What follows belongs to an exercise in optimizing a design on an open flow for a short achievable clock period and few clock cycles per item; a production flow would make more cautious choices.
The RTL was checked by simulation tests, not by an equivalence proof against the original design.

==> v15: inputs <==
## muldiv_unit
module muldiv_unit #(
  parameter int WIDTH  = 64,
  parameter int REG_AW = 5
) (
  input  logic              iCLK,
  input  logic              iRST,
  input  logic              iStart,
  input  logic [2:0]        iOp,
  input  logic [WIDTH-1:0]  iOperandA,
  input  logic [WIDTH-1:0]  iOperandB,
  input  logic [REG_AW-1:0] iDestReg,
  output logic              oBusy,
  output logic              oStall,
  output logic              oDone,
  output logic              oRegWrite,
  output logic [REG_AW-1:0] oWriteRegister,
  output logic [WIDTH-1:0]  oResult
);
==> module muldiv_unit, before the edit <==
module muldiv_unit #(
  parameter int WIDTH  = 64,
  parameter int REG_AW = 5
) (
  input  logic              iCLK,
  input  logic              iRST,
  input  logic              iStart,
  input  logic [2:0]        iOp,
  input  logic [WIDTH-1:0]  iOperandA,
  input  logic [WIDTH-1:0]  iOperandB,
  input  logic [REG_AW-1:0] iDestReg,
  output logic              oBusy,
  output logic              oStall,
  output logic              oDone,
  output logic              oRegWrite,
  output logic [REG_AW-1:0] oWriteRegister,
  output logic [WIDTH-1:0]  oResult
);
  localparam int CW = $clog2(WIDTH + 1);
  localparam logic [2:0] OP_MUL   = 3'd0;
  localparam logic [2:0] OP_SMULH = 3'd1;
  localparam logic [2:0] OP_UMULH = 3'd2;
  localparam logic [2:0] OP_SDIV  = 3'd3;
  localparam logic [2:0] OP_UDIV  = 3'd4;
  typedef enum logic [1:0] {
    IDLE,
    RUN,
    DONE
  } state_t;
  state_t            state_q;
  logic [CW-1:0]     cnt_q;
  logic [2:0]        op_q;
  logic              neg_q;
  logic              dz_q;
  logic              busy_q;
  logic              done_q;
  logic [WIDTH-1:0]  d_q;
  logic [WIDTH-1:0]  hi_q;
  logic [WIDTH-1:0]  lo_q;
  logic [WIDTH-1:0]  res_q;
  logic [REG_AW-1:0] wr_q;
  logic [WIDTH-1:0] a_abs;
  logic [WIDTH-1:0] b_abs;
  logic [WIDTH-1:0] cap_d;
  logic [WIDTH-1:0] cap_lo;
  logic             cap_neg;
  logic             sgn_diff;
  always_comb begin
    a_abs    = iOperandA[WIDTH-1] ? -iOperandA : iOperandA;
    b_abs    = iOperandB[WIDTH-1] ? -iOperandB : iOperandB;
    sgn_diff = iOperandA[WIDTH-1] ^ iOperandB[WIDTH-1];
    cap_d    = '0;
    cap_lo   = '0;
    cap_neg  = 1'b0;
    unique case (1'b1)
      iOp == OP_MUL,
      iOp == OP_UMULH: begin
        cap_d  = iOperandA;
        cap_lo = iOperandB;
      end
      iOp == OP_SMULH: begin
        cap_d   = a_abs;
        cap_lo  = b_abs;
        cap_neg = sgn_diff;
      end
      iOp == OP_SDIV: begin
        cap_d   = b_abs;
        cap_lo  = a_abs;
        cap_neg = sgn_diff;
      end
      iOp == OP_UDIV: begin
        cap_d  = iOperandB;
        cap_lo = iOperandA;
      end
      default: begin
        cap_d  = '0;
        cap_lo = '0;
      end
    endcase
  end
  logic [WIDTH:0]     sum;
  logic [WIDTH:0]     sh;
  logic [WIDTH:0]     diff;
  logic               ge;
  logic               is_div;
  logic [WIDTH-1:0]   hi_d;
  logic [WIDTH-1:0]   lo_d;
  logic [2*WIDTH-1:0] prod_raw;
  logic [2*WIDTH-1:0] prod;
  logic [WIDTH-1:0]   res_d;
  always_comb begin
    sum    = {1'b0, hi_q} + (lo_q[0] ? {1'b0, d_q} : '0);
    sh     = {hi_q, lo_q[WIDTH-1]};
    diff   = sh - {1'b0, d_q};
    ge     = ~diff[WIDTH];
    is_div = (op_q == OP_SDIV) || (op_q == OP_UDIV);
    if (is_div) begin
      hi_d = ge ? diff[WIDTH-1:0] : sh[WIDTH-1:0];
      lo_d = {lo_q[WIDTH-2:0], ge};
    end else begin
      hi_d = sum[WIDTH:1];
      lo_d = {sum[0], lo_q[WIDTH-1:1]};
    end
    prod_raw = {hi_d, lo_d};
    prod     = neg_q ? -prod_raw : prod_raw;
    res_d    = '0;
    unique case (1'b1)
      op_q == OP_MUL:   res_d = prod[WIDTH-1:0];
      op_q == OP_SMULH,
      op_q == OP_UMULH: res_d = prod[2*WIDTH-1:WIDTH];
      op_q == OP_SDIV,
      op_q == OP_UDIV:  res_d = dz_q ? '0 : prod[WIDTH-1:0];
      default:          res_d = '0;
    endcase
  end
  always_ff @(posedge iCLK or posedge iRST) begin
    if (iRST) begin
      state_q <= IDLE;
      cnt_q   <= '0;
      op_q    <= '0;
      neg_q   <= 1'b0;
      dz_q    <= 1'b0;
      busy_q  <= 1'b0;
      done_q  <= 1'b0;
      d_q     <= '0;
      hi_q    <= '0;
      lo_q    <= '0;
      res_q   <= '0;
      wr_q    <= '0;
    end else begin
      unique case (state_q)
        IDLE: begin
          done_q <= 1'b0;
          if (iStart) begin
            state_q <= RUN;
            busy_q  <= 1'b1;
            cnt_q   <= CW'(WIDTH);
            op_q    <= iOp;
            neg_q   <= cap_neg;
            dz_q    <= (iOperandB == '0);
            d_q     <= cap_d;
            hi_q    <= '0;
            lo_q    <= cap_lo;
            wr_q    <= iDestReg;
          end
        end
        RUN: begin
          hi_q  <= hi_d;
          lo_q  <= lo_d;
          cnt_q <= cnt_q - CW'(1);
          if (cnt_q == CW'(1)) begin
            state_q <= IDLE;
            busy_q  <= 1'b0;
            done_q  <= 1'b1;
            res_q   <= res_d;
          end
        end
        DONE: begin
          state_q <= IDLE;
          done_q  <= 1'b0;
          busy_q  <= 1'b0;
        end
        default: begin
          state_q <= IDLE;
          done_q  <= 1'b0;
          busy_q  <= 1'b0;
        end
      endcase
    end
  end
  assign oBusy          = busy_q;
  assign oStall         = ((state_q == IDLE) && iStart) || (state_q == RUN);
  assign oDone          = done_q;
  assign oRegWrite      = done_q;
  assign oWriteRegister = wr_q;
  assign oResult        = res_q;
endmodule
make LEC_CHECK=0 CAP_MARGIN=20 CORE_MARGIN=2 CORE_UTILIZATION=40 SLEW_MARGIN=20 finish   # period 6.3 ns
run.sh (not shown) runs the stock make flow with config.mk's settings and CLKGATE_MAP_FILE= SYNTH_SCRIPT=/design/flow/synth_recipe.tcl, a recipe that flattens the netlist after the stock synthesis.
==> inputs of v30, as changes to v15 <==
--- a/flow/design.v
+++ b/flow/design.v
@@ -90,2 +90,3 @@
   logic [WIDTH-1:0]   res_d;
+  logic               skip;
   always_comb begin
@@ -103,2 +104,4 @@
     end
+    skip     = (cnt_q > CW'(8)) &
+               (is_div ? ((hi_q == '0) && (lo_q[WIDTH-1:WIDTH-8] == 8'd0)) : (lo_q[7:0] == 8'd0));
     prod_raw = {hi_d, lo_d};
@@ -147,5 +150,11 @@
         RUN: begin
-          hi_q  <= hi_d;
-          lo_q  <= lo_d;
-          cnt_q <= cnt_q - CW'(1);
+          if (skip) begin
+            hi_q  <= is_div ? hi_q : {8'd0, hi_q[WIDTH-1:8]};
+            lo_q  <= is_div ? {lo_q[WIDTH-9:0], 8'd0} : {hi_q[7:0], lo_q[WIDTH-1:8]};
+            cnt_q <= cnt_q - CW'(8);
+          end else begin
+            hi_q  <= hi_d;
+            lo_q  <= lo_d;
+            cnt_q <= cnt_q - CW'(1);
+          end
           if (cnt_q == CW'(1)) begin
CORE_UTILIZATION = 30   (was 40)
SETUP_SLACK_MARGIN = 0.3   (was default)
==> notes.md <==
Register-to-register slack: v15 is lower than v30 (40 ps).
Of v15 and v30, v30 has the higher setup slack (gap 39 ps).
Core utilization: v15 is higher than v30 (9.4 points).
Sequential cell count is the same in v15 and v30.
Testbench counts of v15, summed over its fixed seeds: cycles 156,008, ops 2,400.
Testbench counts of v30, summed over its fixed seeds: cycles 114,750, ops 2,400.

[what the ideal ports hide]
The results above use ideal ports. As a check the final layouts listed here were re-extracted and re-timed, cells and wires unchanged. Step 1 assumes that a clkbuf_16 drives the clock port and a buf_2 every other input. Step 2 also shifts input and output timing later by t, the mid clock arrival at the registers, as if the neighbouring blocks saw the same clock. a / b / c = ideal ports / drivers / drivers and shift; a / b = the first two.
run | shift t [ns] | slack for setup (ns) | hold slack, ns
v15 | 0.669 | 0.318 / 0.318 / -0.118 | 0.480 / 0.480 / 0.480
v30 | 0.660 | 0.358 / 0.358 / -0.198 | 0.476 / 0.476 / 0.476
With both steps, setup timing fails in v15 and v30, where it was met with ideal ports. For v30, which loses most, drivers alone change the setup slack by 0.000 ns; drivers and shift together by -0.556 ns.
